Background: an optimization exercise with open tools, aiming at a short achievable clock period and few clock cycles. Do not read the settings as production practice. Function was checked by simulation only, so behaviour that the tests miss may differ from the original. Power and IR drop assume default switching activity.

==> tundra: inputs <==
## mother_board
module mother_board (
  input  logic               clk,
  input  logic               rst,
  input  logic               uart_rx,        
  input  logic               rom_we,         
  input  logic [6-1:0] rom_waddr,
  input  logic [31:0]        rom_wdata,
  output logic               out_valid,
  output logic [32-1:0]   out_data,
  output logic               halted
);
make LEC_CHECK=0 CAP_MARGIN=20 CORE_MARGIN=2 CORE_UTILIZATION=25 PLACE_DENSITY=0.35 SETUP_SLACK_MARGIN=3 SLEW_MARGIN=20 TNS_END_PERCENT=10 finish   # period 8.0 ns
run.sh (not shown) runs the stock make flow with config.mk's settings and CLKGATE_MAP_FILE= SYNTH_SCRIPT=/design/flow/synth_recipe.tcl, a recipe that flattens the netlist after the stock synthesis.
==> lagoon (differences from tundra) <==
--- a/flow/design.v
+++ b/flow/design.v
@@ -122,14 +122,14 @@
   output logic [32-1:0] rs2_data,
   input  logic             we,
   input  logic [3:0]       rd_addr,
   input  logic [32-1:0] rd_data
 );
-  logic [32-1:0] regs [1:16-1];
+  logic [32-1:0] regs [0:16-1];
   always_ff @(posedge clk) begin
     if (rst) begin
-      for (int i = 1; i < 16; i++) regs[i] <= '0;   
+      for (int i = 0; i < 16; i++) regs[i] <= '0;   
     end else if (we && rd_addr != 4'd0) begin
       regs[rd_addr] <= rd_data;
     end
   end
   assign rs1_data = (rs1_addr == 4'd0) ? '0 : regs[rs1_addr];  
@@ -139,11 +139,11 @@
 module intr_ctrl (
   input  logic               clk,
   input  logic               rst,
   input  logic               rx_strobe,
   input  logic               wr_en,
-  input  logic [1:0]         wr_reg,
+  input  cpu_pkg::intr_reg_e wr_reg,
   input  logic [32-1:0]   wr_value,
   input  logic               iret,
   input  logic [6-1:0] cur_pc,
   input  logic               trap_ack,
   output logic               take_trap,
@@ -152,11 +152,11 @@
 );
   logic irr;               
   logic enable;
   logic in_handler;
   logic ack_clear;
-  assign ack_clear = wr_en && (wr_reg == 2'd0) && (wr_value == 32'(1));
+  assign ack_clear = wr_en && (wr_reg == cpu_pkg::intr_ack) && (wr_value == 32'(1));
   always_ff @(posedge clk) begin
     if (rst) begin
       irr <= 1'b0;
     end else if (rx_strobe) begin
       irr <= 1'b1;           
@@ -168,12 +168,12 @@
     if (rst) begin
       enable <= 1'b0;
       vector <= '0;
     end else if (wr_en) begin
       case (wr_reg)
-        2'd1: enable <= wr_value[0];
-        2'd2: vector <= wr_value[6-1:0];
+        cpu_pkg::intr_enable: enable <= wr_value[0];
+        cpu_pkg::intr_vector: vector <= wr_value[6-1:0];
         default: ;           
       endcase
     end
   end
   always_ff @(posedge clk) begin
@@ -192,100 +192,102 @@
 endmodule
 `timescale 1ns/1ns
 module prog_rom (
   input  logic               clk,
   input  cpu_pkg::rom_wr_t   load,
-  input  logic [6-1:0] seq_addr,
-  input  logic [6-1:0] jmp_addr,
-  output logic [31:0]        seq_word,
-  output logic [31:0]        jmp_word
+  input  logic [6-1:0] addr,
+  output cpu_pkg::instr_t    instr
 );
   logic [31:0] mem [0:64-1];
-  logic               wr_we;
-  logic [6-1:0] wr_addr;
-  logic [31:0]        wr_data;
   always_ff @(posedge clk) begin
-    wr_we   <= load.we;
-    wr_addr <= load.addr;
-    wr_data <= load.data;
+    if (load.we) mem[load.addr] <= load.data;   
   end
   always_ff @(posedge clk) begin
-    if (wr_we) mem[wr_addr] <= wr_data;
+    instr <= mem[addr];                         
   end
-  assign seq_word = mem[seq_addr];
-  assign jmp_word = mem[jmp_addr];
 endmodule
 `timescale 1ns/1ns
 module cpu (
   input  logic               clk,
   input  logic               rst,
-  output logic [6-1:0] seq_addr,
-  output logic [6-1:0] jmp_addr,
-  input  logic [31:0]        seq_word,
-  input  logic [31:0]        jmp_word,
+  output logic [6-1:0] rom_addr,
+  input  cpu_pkg::instr_t    instr,
   input  cpu_pkg::rx_byte_t  rx,
   output cpu_pkg::out_t      out,
   output logic               halted
 );
-  cpu_pkg::instr_t     ir;
+  cpu_pkg::cpu_state_e state;
   logic [6-1:0]  pc;
-  logic                halted_r;
   logic [7:0]          last_byte;    
   logic [32-1:0]    rs1_data;
   logic [32-1:0]    rs2_data;
   logic [32-1:0]    imm_ext;
   logic [32-1:0]    io_data;
   logic                rd_we;
   logic [32-1:0]    rd_data;
   logic                exec;
-  logic                jump;
   logic                take_trap;
   logic                trap_ack;
   logic [6-1:0]  vector;
   logic [6-1:0]  epc;
   logic                intr_wr;
+  cpu_pkg::intr_reg_e  intr_reg;
   logic                iret;
-  assign halted   = halted_r;
-  assign trap_ack = take_trap && !halted_r;
-  assign exec     = !halted_r && !take_trap;
-  assign imm_ext = {{(32 - 12){ir.imm[11]}}, ir.imm};   
+  assign exec     = (state == cpu_pkg::st_exec);
+  assign halted   = (state == cpu_pkg::st_halted);
+  assign trap_ack = (state == cpu_pkg::st_fetch) && take_trap;
+  assign rom_addr = trap_ack ? vector : pc;
+  assign imm_ext = {{(32 - 12){instr.imm[11]}}, instr.imm};   
   assign io_data = (rs1_data == 32'(1)) ? {{(32 - 8){1'b0}}, last_byte} : '0;
-  assign rd_we   = exec && (ir.opcode == cpu_pkg::op_addi || ir.opcode == cpu_pkg::op_in);
-  assign rd_data = (ir.opcode == cpu_pkg::op_in) ? io_data : rs1_data + imm_ext;
-  assign intr_wr = exec && (ir.opcode == cpu_pkg::op_intr) && (rs1_data < 32'(3));
-  assign iret    = exec && (ir.opcode == cpu_pkg::op_iret);
-  assign jump    = exec && (ir.opcode == cpu_pkg::op_jr);
   always_comb begin
-    if (rst)                                   seq_addr = 6'(0);
-    else if (take_trap)                        seq_addr = vector;
-    else if (ir.opcode == cpu_pkg::op_iret)    seq_addr = epc;
-    else                                       seq_addr = pc + 1'b1;
-  end
-  assign jmp_addr = rs1_data[6-1:0];
-  always_ff @(posedge clk) begin
-    if (rst) begin
-      halted_r <= 1'b0;
-      pc       <= seq_addr;
-      ir       <= seq_word;
-    end else if (!halted_r) begin
-      if (exec && ir.opcode == cpu_pkg::op_halt) begin
-        halted_r <= 1'b1;
-      end else if (jump) begin
-        pc <= jmp_addr;
-        ir <= jmp_word;
-      end else begin
-        pc <= seq_addr;
-        ir <= seq_word;
-      end
+    rd_we    = 1'b0;
+    rd_data  = rs1_data + imm_ext;
+    intr_wr  = 1'b0;
+    intr_reg = cpu_pkg::intr_reg_e'(rs1_data[1:0]);
+    iret     = 1'b0;
+    if (exec) begin
+      case (instr.opcode)
+        cpu_pkg::op_addi: rd_we = 1'b1;
+        cpu_pkg::op_in: begin
+          rd_we   = 1'b1;
+          rd_data = io_data;
+        end
+        cpu_pkg::op_intr: intr_wr = (rs1_data < 32'(3));   
+        cpu_pkg::op_iret: iret = 1'b1;
+        default: ;
+      endcase
+    end
+  end
+  always_ff @(posedge clk) begin
+    if (rst) begin
+      state <= cpu_pkg::st_fetch;
+      pc    <= 6'(0);
+    end else begin
+      case (state)
+        cpu_pkg::st_fetch: begin
+          pc    <= rom_addr;         
+          state <= cpu_pkg::st_exec;
+        end
+        cpu_pkg::st_exec: begin
+          state <= cpu_pkg::st_fetch;
+          case (instr.opcode)
+            cpu_pkg::op_jr:   pc <= rs1_data[6-1:0];
+            cpu_pkg::op_iret: pc <= epc;
+            cpu_pkg::op_halt: state <= cpu_pkg::st_halted;
+            default:          pc <= pc + 1'b1;
+          endcase
+        end
+        default: state <= cpu_pkg::st_halted;   
+      endcase
     end
   end
   always_ff @(posedge clk) begin
     if (rst) begin
       out.valid <= 1'b0;
     end else begin
-      out.valid <= exec && (ir.opcode == cpu_pkg::op_out);
-      if (exec && ir.opcode == cpu_pkg::op_out) out.data <= rs2_data;
+      out.valid <= exec && (instr.opcode == cpu_pkg::op_out);
+      if (exec && instr.opcode == cpu_pkg::op_out) out.data <= rs2_data;
     end
   end
   always_ff @(posedge clk) begin
     if (rst) begin
       last_byte <= '0;
@@ -294,24 +296,24 @@
     end
   end
   reg_file i_reg_file (
     .clk      (clk),
     .rst      (rst),
-    .rs1_addr (ir.rs1),
-    .rs2_addr (ir.rs2),
+    .rs1_addr (instr.rs1),
+    .rs2_addr (instr.rs2),
     .rs1_data (rs1_data),
     .rs2_data (rs2_data),
     .we       (rd_we),
-    .rd_addr  (ir.rd),
+    .rd_addr  (instr.rd),
     .rd_data  (rd_data)
   );
   intr_ctrl i_intr_ctrl (
     .clk       (clk),
     .rst       (rst),
     .rx_strobe (rx.valid),
     .wr_en     (intr_wr),
-    .wr_reg    (rs1_data[1:0]),
+    .wr_reg    (intr_reg),
     .wr_value  (rs2_data),
     .iret      (iret),
     .cur_pc    (pc),
     .trap_ack  (trap_ack),
     .take_trap (take_trap),
@@ -329,37 +331,31 @@
   input  logic [31:0]        rom_wdata,
   output logic               out_valid,
   output logic [32-1:0]   out_data,
   output logic               halted
 );
-  logic [6-1:0] seq_addr;
-  logic [6-1:0] jmp_addr;
-  logic [31:0]        seq_word;
-  logic [31:0]        jmp_word;
+  logic [6-1:0] rom_addr;
+  cpu_pkg::instr_t    instr;
   cpu_pkg::rx_byte_t  rx;
   cpu_pkg::rom_wr_t   rom_load;
   cpu_pkg::out_t      out;
   assign rom_load.we   = rom_we;
   assign rom_load.addr = rom_waddr;
   assign rom_load.data = rom_wdata;
   assign out_valid     = out.valid;
   assign out_data      = out.data;
   prog_rom i_prog_rom (
-    .clk      (clk),
-    .load     (rom_load),
-    .seq_addr (seq_addr),
-    .jmp_addr (jmp_addr),
-    .seq_word (seq_word),
-    .jmp_word (jmp_word)
+    .clk   (clk),
+    .load  (rom_load),
+    .addr  (rom_addr),
+    .instr (instr)
   );
   cpu i_cpu (
     .clk      (clk),
     .rst      (rst),
-    .seq_addr (seq_addr),
-    .jmp_addr (jmp_addr),
-    .seq_word (seq_word),
-    .jmp_word (jmp_word),
+    .rom_addr (rom_addr),
+    .instr    (instr),
     .rx       (rx),
     .out      (out),
     .halted   (halted)
   );
   uart_rx i_uart_rx (
Settings changed: CORE_UTILIZATION 25 to 40, PLACE_DENSITY 0.35 to not set, SETUP_SLACK_MARGIN 3 to not set, TNS_END_PERCENT 10 to not set.
==> qor summary <==
Result of the run: lagoon finished clean; tundra finished clean
Tcrit/Tclk final: lagoon 82.24%; tundra 64.85%
H-tree levels: lagoon 4; tundra 5
Maximum clock insertion buffer count: lagoon 3; tundra 4
Int Power: lagoon 0.02497 W; tundra 0.03530 W
Global-route met1 utilization: lagoon 29.94%; tundra 33.22%
Multi-input gate area in the final layout: lagoon 29610 sq um; tundra 43330 sq um
Met3 WL post-DR: lagoon 24740 um; tundra 46490 um
Worst min-delay path endpoint: lagoon i_uart_rx.line_s; tundra i_uart_rx.rx[0]
Seq group: lagoon 0.0148 W; tundra 0.0156 W
CTS buffer count: lagoon 239; tundra 315
Power dissipated by switching net loads: lagoon 0.01462 W; tundra 0.03355 W
Post-CTS sizing: lagoon 0; tundra 137
Multi-input logic cell count: lagoon 4716; tundra 6203
Post-synth design cell area: lagoon 103400 sq um; tundra 119000 sq um
Tightest Pin Transition: lagoon 1124 ps; tundra 1225 ps
Number of placed instances with taps included: lagoon 10820; tundra 15480
Cell area after placement: lagoon 108600 sq um; tundra 128700 sq um
Worst Path Arrival: lagoon 7120 ps; tundra 6120 ps
Starting density of the core: lagoon 40.23%; tundra 25.09%
Synth Area in XOR/XNOR: lagoon 0.3462%; tundra 0.2176%
Slowest CP cell: lagoon nor2b_1; tundra a31oi_1
Number of violations reported at the end of detailed-routing iteration 0: lagoon 7554; tundra 13420
Sequential portion of the cell area: lagoon 61.94%; tundra 51.96%
Number of enable-type register cells in the synthesized netlist: lagoon 2358; tundra 2392
Global-route track usage on met2: lagoon 35.82%; tundra 38.44%
Testbench counts of tundra, summed over its fixed seeds: cycles 109,126.
Testbench counts of lagoon, summed over its fixed seeds: cycles 196,812.

re-timing with driven ports:
The results above use ideal ports. As a check the final layouts listed here were re-extracted and re-timed, cells and wires unchanged. Step 1 (the two cells are an assumption about what drives the block):
set clk [get_ports {clk}]
set_driving_cell -lib_cell sky130_fd_sc_hd__clkbuf_16 $clk
set_driving_cell -lib_cell sky130_fd_sc_hd__buf_2 [delete_from_list [all_inputs] $clk]
Step 2 moves the port delays by t, midway between the first and last clock arrival at a register: inputs arrive t later, outputs are due t later. That takes back most of the time a late clock gives input paths. a / b / c = ideal ports / drivers / drivers and shift; a / b = the first two.
run	t (ns)	slack for setup (ns)	worst hold slack (ns)	slew at the worst register clock pin (ns)
tundra	1.067	2.812 / 2.812 / 1.981	0.420 / 0.420 / 0.420	0.07 / 0.07
lagoon	0.940	1.421 / 1.421 / 1.421	0.420 / 0.420 / 0.420	0.08 / 0.08
After both steps every run listed still meets setup and hold. The setup slack of tundra, which loses most, moves by 0.000 ns with the drivers and by -0.831 ns with both steps.
